Background: an optimization exercise with open tools, aiming at small area, a short achievable clock period and few clock cycles per item. Do not read the settings as production practice. The RTL was checked by simulation tests, not by an equivalence proof against the original design. Power figures rest on the tool's default switching activity, not on a simulated workload.

Design handle_registry_sorted_table, start of the top module:
module handle_registry_sorted_table #(
  parameter int unsigned CAPACITY    = 64,
  parameter int unsigned VALUE_WIDTH = 32
) (
  input  logic                clk_i,
  input  logic                rst_ni,
  input  logic                in_valid_i,
  output logic                in_stall_o,
  input  hrst_pkg::in_item_t  in_item_i,
  output logic                out_valid_o,
  input  logic                out_stall_i,
  output hrst_pkg::out_item_t out_item_o
);
Size in the first run: about 11000 cells after synthesis, ~4800 flip-flops, ~150 I/O pins, roughly 150000 µm² of cells after synthesis.
==> flow/config.mk <==
export PLATFORM = sky130hd
export DESIGN_NAME = handle_registry_sorted_table
export DESIGN_NICKNAME = handle_registry_sorted_table
export VERILOG_FILES = /design/flow/design.v
export SDC_FILE = /design/flow/constraint.sdc
export NUM_CORES = 4
export LEC_CHECK = 0
export CAP_MARGIN = 20
export CORE_MARGIN = 2
export CORE_UTILIZATION = 50
export CTS_CLUSTER_DIAMETER = 100
export CTS_CLUSTER_SIZE = 28
export SLEW_MARGIN = 20
export SYNTH_MEMORY_MAX_BITS = 8192
==> flow/constraint.sdc <==
create_clock -name core_clock -period 10.0 [get_ports {clk_i}]
set_input_delay 2.0000 -clock core_clock [delete_from_list [all_inputs] [get_ports {clk_i}]]
set_output_delay 2.0000 -clock core_clock [all_outputs]
set_load 0.01 [all_outputs]
standard.sh (not shown) runs the stock make flow with config.mk's settings and CLKGATE_MAP_FILE= SYNTH_SCRIPT=/design/flow/synth_recipe.tcl, a recipe that flattens the netlist after the stock synthesis.
==> flow/flow/run.sh <==
#!/bin/bash
# Layout: the standard flow (standard.sh) with these changes to how it optimises:
#  - the input and output ports are buffered by sky130_fd_sc_hd__buf_4 instead of the cell
#    buffer_ports picks by default (a delay buffer);
#  - timing repair aims for setup slack SETUP_SLACK_MARGIN ns beyond the constraint, so that it
#    works on the paths that set the achieved period. The clock and the SDC are the standard flow's;
#  - antenna repair gets more iterations after global routing, and after detailed routing
#    flow/post_drt.tcl repairs any antenna violation left and routes again;
#  - after global placement, flow/post_gpl.tcl moves each output port's buffer next to the
#    register that drives it, so the buffer drives the wire to the pin.
# The make output goes to flow_make.log here; ORFS's own logs stay under orfs/logs/.
set -euo pipefail
export BUFFER_PORTS_ARGS="-buffer_cell sky130_fd_sc_hd__buf_4"
export SETUP_SLACK_MARGIN=7.0
export MAX_REPAIR_ANTENNAS_ITER_GRT=10
export POST_DETAIL_ROUTE_TCL="$PWD/flow/post_drt.tcl"
export POST_GLOBAL_PLACE_TCL="$PWD/flow/post_gpl.tcl"
bash standard.sh > flow_make.log 2>&1
Other scripts of this flow, unchanged in this note and not shown: flow/flow/post_drt.tcl, flow/flow/post_gpl.tcl
The baseline passed the timing, design-rule and antenna checks.
Testbench counts at the start, summed over its fixed seeds: cycles 16,175, items 16,000.
==> next run, changes <==
--- a/flow/flow/run.sh
+++ b/flow/flow/run.sh
@@ -13,3 +13,3 @@
 export BUFFER_PORTS_ARGS="-buffer_cell sky130_fd_sc_hd__buf_4"
-export SETUP_SLACK_MARGIN=7.0
+export SETUP_SLACK_MARGIN=7.5
 export MAX_REPAIR_ANTENNAS_ITER_GRT=10
Effect: Setup slack gets worse by 0.027 ns. Combinational power is higher by 26%. Final cell count rises by 3.0%. Power grows by 3.9%. Global-route usage rises by 2.0 points. Core utilization goes up by 2.6 points. Register-to-register slack improves by 0.32 ns. Design area rises by 4.8%.
==> next run, changes <==
--- a/flow/flow/run.sh
+++ b/flow/flow/run.sh
@@ -13,3 +13,3 @@
 export BUFFER_PORTS_ARGS="-buffer_cell sky130_fd_sc_hd__buf_4"
-export SETUP_SLACK_MARGIN=7.5
+export SETUP_SLACK_MARGIN=6.5
 export MAX_REPAIR_ANTENNAS_ITER_GRT=10
- CTS_CLUSTER_SIZE: 28 -> 24
Non-clock buffer count falls by 445.
Die area is unchanged.
Total power falls by about 3%.
Design area falls by about 5%.
Synthesized area stays the same.
Utilization falls by 2.9 points.
Setup slack gets better by 0.011 ns.
Final cell count falls by 3.0%.


handle_registry_sorted_table, a different RTL version from the one above (not shown whole).
Size: ~11000 cells after synthesis, ~4800 flip-flops, roughly 150 I/O pins, roughly 150000 sq um of cells after synthesis.
export LEC_CHECK = 0
export CAP_MARGIN = 20
export CORE_MARGIN = 2
export CORE_UTILIZATION = 50
export CTS_CLUSTER_DIAMETER = 100
export CTS_CLUSTER_SIZE = 24
export SLEW_MARGIN = 20
export SYNTH_MEMORY_MAX_BITS = 8192
create_clock -name core_clock -period 10.0 [get_ports {clk_i}]
==> flow/flow/run.sh <==
#!/bin/bash
# Layout: the standard flow (standard.sh) with these changes to how it optimises:
#  - the input and output ports are buffered by sky130_fd_sc_hd__buf_4 instead of the cell
#    buffer_ports picks by default (a delay buffer);
#  - timing repair aims for setup slack SETUP_SLACK_MARGIN ns beyond the constraint, so that it
#    works on the paths that set the achieved period. The clock and the SDC are the standard flow's;
#  - antenna repair gets more iterations after global routing, and after detailed routing
#    flow/post_drt.tcl repairs any antenna violation left and routes again.
# The make output goes to flow_make.log here; ORFS's own logs stay under orfs/logs/.
set -euo pipefail
export BUFFER_PORTS_ARGS="-buffer_cell sky130_fd_sc_hd__buf_4"
export SETUP_SLACK_MARGIN=6.5
export MAX_REPAIR_ANTENNAS_ITER_GRT=10
export POST_DETAIL_ROUTE_TCL="$PWD/flow/post_drt.tcl"
bash standard.sh > flow_make.log 2>&1
==> flow/flow/post_drt.tcl <==
# Sourced by ORFS after detailed routing (POST_DETAIL_ROUTE_TCL). While antenna violations
# remain, repair them again with a ratio margin (diodes or layer jumpers) and route again.
global all_args
set extra_iter 0
while { [check_antennas] && $extra_iter < 4 } {
  repair_antennas -ratio_margin 20
  detailed_route {*}$all_args
  incr extra_iter
}
Testbench counts at the start, summed over its fixed seeds: cycles 16,175, items 16,000.
Edit:
--- a/flow/flow/run.sh
+++ b/flow/flow/run.sh
@@ -7,3 +7,5 @@
 #  - antenna repair gets more iterations after global routing, and after detailed routing
-#    flow/post_drt.tcl repairs any antenna violation left and routes again.
+#    flow/post_drt.tcl repairs any antenna violation left and routes again;
+#  - after global placement, flow/post_gpl.tcl moves each output port's buffer next to the
+#    register that drives it, so the buffer drives the wire to the pin.
 # The make output goes to flow_make.log here; ORFS's own logs stay under orfs/logs/.
@@ -14,2 +16,3 @@
 export POST_DETAIL_ROUTE_TCL="$PWD/flow/post_drt.tcl"
+export POST_GLOBAL_PLACE_TCL="$PWD/flow/post_gpl.tcl"
 bash standard.sh > flow_make.log 2>&1
==> flow/flow/post_gpl.tcl (new file) <==
# Sourced by ORFS after global placement (POST_GLOBAL_PLACE_TCL). Each output port keeps its
# buffer; the buffer is moved onto the cell that drives it, so that the buffer, not that cell,
# drives the long wire to the pin. Detailed placement then legalizes the moved buffers.
set moved 0
set blk [ord::get_db_block]
foreach bt [$blk getBTerms] {
  if { [$bt getIoType] != "OUTPUT" } { continue }
  set net [$bt getNet]
  if { $net == "NULL" } { continue }
  foreach it [$net getITerms] {
    if { ![$it isOutputSignal] } { continue }
    set buf [$it getInst]
    foreach in_it [$buf getITerms] {
      if { ![$in_it isInputSignal] } { continue }
      set in_net [$in_it getNet]
      if { $in_net == "NULL" } { continue }
      foreach drv_it [$in_net getITerms] {
        if { ![$drv_it isOutputSignal] } { continue }
        set loc [[$drv_it getInst] getLocation]
        $buf setLocation [lindex $loc 0] [lindex $loc 1]
        incr moved
      }
    }
  }
}
puts "post_gpl: moved $moved output port buffers next to their drivers"
The changed run went through all stages and came out clean.
Setup slack is better by 0.11 ns.
Global-route usage is about the same.
Core utilization is about the same.
Wire length hardly moves.
Edit:
--- a/flow/flow/run.sh
+++ b/flow/flow/run.sh
@@ -7,5 +7,3 @@
 #  - antenna repair gets more iterations after global routing, and after detailed routing
-#    flow/post_drt.tcl repairs any antenna violation left and routes again;
-#  - after global placement, flow/post_gpl.tcl moves each output port's buffer next to the
-#    register that drives it, so the buffer drives the wire to the pin.
+#    flow/post_drt.tcl repairs any antenna violation left and routes again.
 # The make output goes to flow_make.log here; ORFS's own logs stay under orfs/logs/.
@@ -16,3 +14,2 @@
 export POST_DETAIL_ROUTE_TCL="$PWD/flow/post_drt.tcl"
-export POST_GLOBAL_PLACE_TCL="$PWD/flow/post_gpl.tcl"
 bash standard.sh > flow_make.log 2>&1
CAP_MARGIN = 30   (was 20)
CORE_UTILIZATION = 40   (was 50)
SLEW_MARGIN = 40   (was 20)
removed: flow/flow/post_gpl.tcl
What happened:
- The changed run ran to the end with no violations
- first-iteration DRC count rises by 1.3%
- hold slack degrades by 0.0074 ns
- design area went up by 1.2%


== oak ==
Another version of the RTL of handle_registry_sorted_table (not shown whole).
Size: ~12000 cells after synthesis, about 4800 flip-flops, roughly 150 I/O pins, ~150000 um2 of cells after synthesis.
==> flow/config.mk <==
export PLATFORM = sky130hd
export DESIGN_NAME = handle_registry_sorted_table
export DESIGN_NICKNAME = handle_registry_sorted_table
export VERILOG_FILES = /design/flow/design.v
export SDC_FILE = /design/flow/constraint.sdc
export NUM_CORES = 4
export LEC_CHECK = 0
export CAP_MARGIN = 30
export CORE_MARGIN = 2
export CORE_UTILIZATION = 40
export CTS_BUF_LIST = sky130_fd_sc_hd__clkbuf_4 sky130_fd_sc_hd__clkbuf_8 sky130_fd_sc_hd__clkbuf_16
export CTS_CLUSTER_DIAMETER = 100
export CTS_CLUSTER_SIZE = 24
export SLEW_MARGIN = 40
export SYNTH_MEMORY_MAX_BITS = 8192
==> flow/constraint.sdc <==
create_clock -name core_clock -period 10.0 [get_ports {clk_i}]
set_input_delay 2.0000 -clock core_clock [delete_from_list [all_inputs] [get_ports {clk_i}]]
set_output_delay 2.0000 -clock core_clock [all_outputs]
set_load 0.01 [all_outputs]
==> flow/flow/run.sh <==
#!/bin/bash
# Layout: the standard flow (standard.sh) with these changes to how it optimises:
#  - the input and output ports are buffered by sky130_fd_sc_hd__buf_4 instead of the cell
#    buffer_ports picks by default (a delay buffer);
#  - timing repair aims for setup slack SETUP_SLACK_MARGIN ns beyond the constraint, so that it
#    works on the paths that set the achieved period. The clock and the SDC are the standard flow's;
#  - antenna repair gets more iterations after global routing, and after detailed routing
#    flow/post_drt.tcl repairs any antenna violation left and routes again.
# The make output goes to flow_make.log here; ORFS's own logs stay under orfs/logs/.
set -euo pipefail
export BUFFER_PORTS_ARGS="-buffer_cell sky130_fd_sc_hd__buf_4"
export SETUP_SLACK_MARGIN=6.5
export MAX_REPAIR_ANTENNAS_ITER_GRT=10
export POST_DETAIL_ROUTE_TCL="$PWD/flow/post_drt.tcl"
bash standard.sh > flow_make.log 2>&1
Scripts as last shown in full above: flow/flow/post_drt.tcl
Testbench counts of oak, summed over its fixed seeds: cycles 16,037, items 16,000.
The inputs of pine differ from those of oak as listed below.
Settings: removing CTS_BUF_LIST (formerly sky130_fd_sc_hd__clkbuf_4 sky130_fd_sc_hd__clkbuf_8 sky130_fd_sc_hd__clkbuf_16).
--- a/flow/flow/run.sh
+++ b/flow/flow/run.sh
@@ -8 +8,3 @@
-#    flow/post_drt.tcl repairs any antenna violation left and routes again.
+#    flow/post_drt.tcl repairs any antenna violation left and routes again;
+#  - after global placement, flow/post_gpl.tcl moves each output port's buffer next to the
+#    register that drives it, so the buffer drives the wire to the pin.
@@ -14,0 +17 @@
+export POST_GLOBAL_PLACE_TCL="$PWD/flow/post_gpl.tcl"
==> flow/flow/post_gpl.tcl (new file) <==
# Sourced by ORFS after global placement (POST_GLOBAL_PLACE_TCL). Each output port keeps its
# buffer; the buffer is moved onto the cell that drives it, so that the buffer, not that cell,
# drives the long wire to the pin. Detailed placement then legalizes the moved buffers.
set moved 0
set blk [ord::get_db_block]
foreach bt [$blk getBTerms] {
  if { [$bt getIoType] != "OUTPUT" } { continue }
  set net [$bt getNet]
  if { $net == "NULL" } { continue }
  foreach it [$net getITerms] {
    if { ![$it isOutputSignal] } { continue }
    set buf [$it getInst]
    foreach in_it [$buf getITerms] {
      if { ![$in_it isInputSignal] } { continue }
      set in_net [$in_it getNet]
      if { $in_net == "NULL" } { continue }
      foreach drv_it [$in_net getITerms] {
        if { ![$drv_it isOutputSignal] } { continue }
        set loc [[$drv_it getInst] getLocation]
        $buf setLocation [lindex $loc 0] [lindex $loc 1]
        incr moved
      }
    }
  }
}
puts "post_gpl: moved $moved output port buffers next to their drivers"
Notes after the runs:
- pine reached the final stage; the timing, design-rule and antenna checks on its layout passed.
- Number of antenna violations at the first check in global routing was higher in oak than in pine.
- Sort oak and pine by clock period minus worst slack, descending, and oak comes first.
- Number of buffers and inverters on the critical path (higher): pine
- oak → pine: worst setup margin went up 0.068 ns, fmax went up about 2%, clock share of power went down 0.7 points, total power went down 1.0%.
Here is what was changed in the inputs of birch compared with pine.
--- a/flow/flow/run.sh
+++ b/flow/flow/run.sh
@@ -8,3 +8 @@
-#    flow/post_drt.tcl repairs any antenna violation left and routes again;
-#  - after global placement, flow/post_gpl.tcl moves each output port's buffer next to the
-#    register that drives it, so the buffer drives the wire to the pin.
+#    flow/post_drt.tcl repairs any antenna violation left and routes again.
@@ -17 +14,0 @@
-export POST_GLOBAL_PLACE_TCL="$PWD/flow/post_gpl.tcl"
removed: flow/flow/post_gpl.tcl
### Flow results
birch ran to completion and came out clean on the timing, design-rule and antenna checks. edfxtp_1 as the slowest stage cell on the critical path was reported by birch, and a21oi_1 by pine. Taking pine as the reference, in birch sequential share of cell area did not really move; highest net fanout along the worst path decreased 32. birch: clock skew higher than pine. From pine to birch, number of search-and-repair iterations in the first detailed-routing pass did not move at all.

port drivers added, routing unchanged:
How much do the figures lean on ideal ports? The routed layouts below were timed once more, with nothing changed but the port constraints.
Step 1 assumes that a clkbuf_16 drives the clock port and a buf_2 every other input.
Step 2 adds t to the input delays and takes it off the output delays; t is the mean of the earliest and latest rising clock arrival at the registers after step 1. Input paths then give back, and output paths get back, about the clock's delay inside the block.
Slacks: ideal / step 1 / step 2; pairs: ideal / step 1.
| run | t, ns | setup slack, ns | worst setup path after step 2 | worst register clock-pin slew, ns |
|---|---|---|---|---|
| the first run of note 1 | 1.044 | 6.456 / 6.354 / 6.031 | input to register | 0.12 / 0.12 |
| the second run of note 1 | 1.035 | 6.429 / 6.331 / 6.443 | input to register | 0.12 / 0.12 |
| the third run of note 1 | 1.050 | 6.440 / 6.336 / 5.605 | input to register | 0.11 / 0.11 |
| the first run of note 2 | 1.034 | 6.357 / 6.253 / 6.287 | input to register | 0.11 / 0.11 |
| the second run of note 2 | 1.037 | 6.464 / 6.361 / 6.270 | input to register | 0.11 / 0.11 |
| the third run of note 2 | 1.083 | 6.100 / 5.986 / 6.353 | input to register | 0.11 / 0.11 |
| oak | 1.062 | 6.336 / 6.231 / 6.298 | input to register | 0.11 / 0.11 |
| pine | 1.066 | 6.405 / 6.373 / 6.338 | input to register | 0.11 / 0.11 |
| birch | 1.058 | 6.355 / 6.250 / 6.299 | input to register | 0.11 / 0.11 |
After both steps every run listed still meets setup and hold. For the third run of note 1, which loses most, drivers alone change the setup slack by -0.104 ns; drivers and shift together by -0.835 ns.
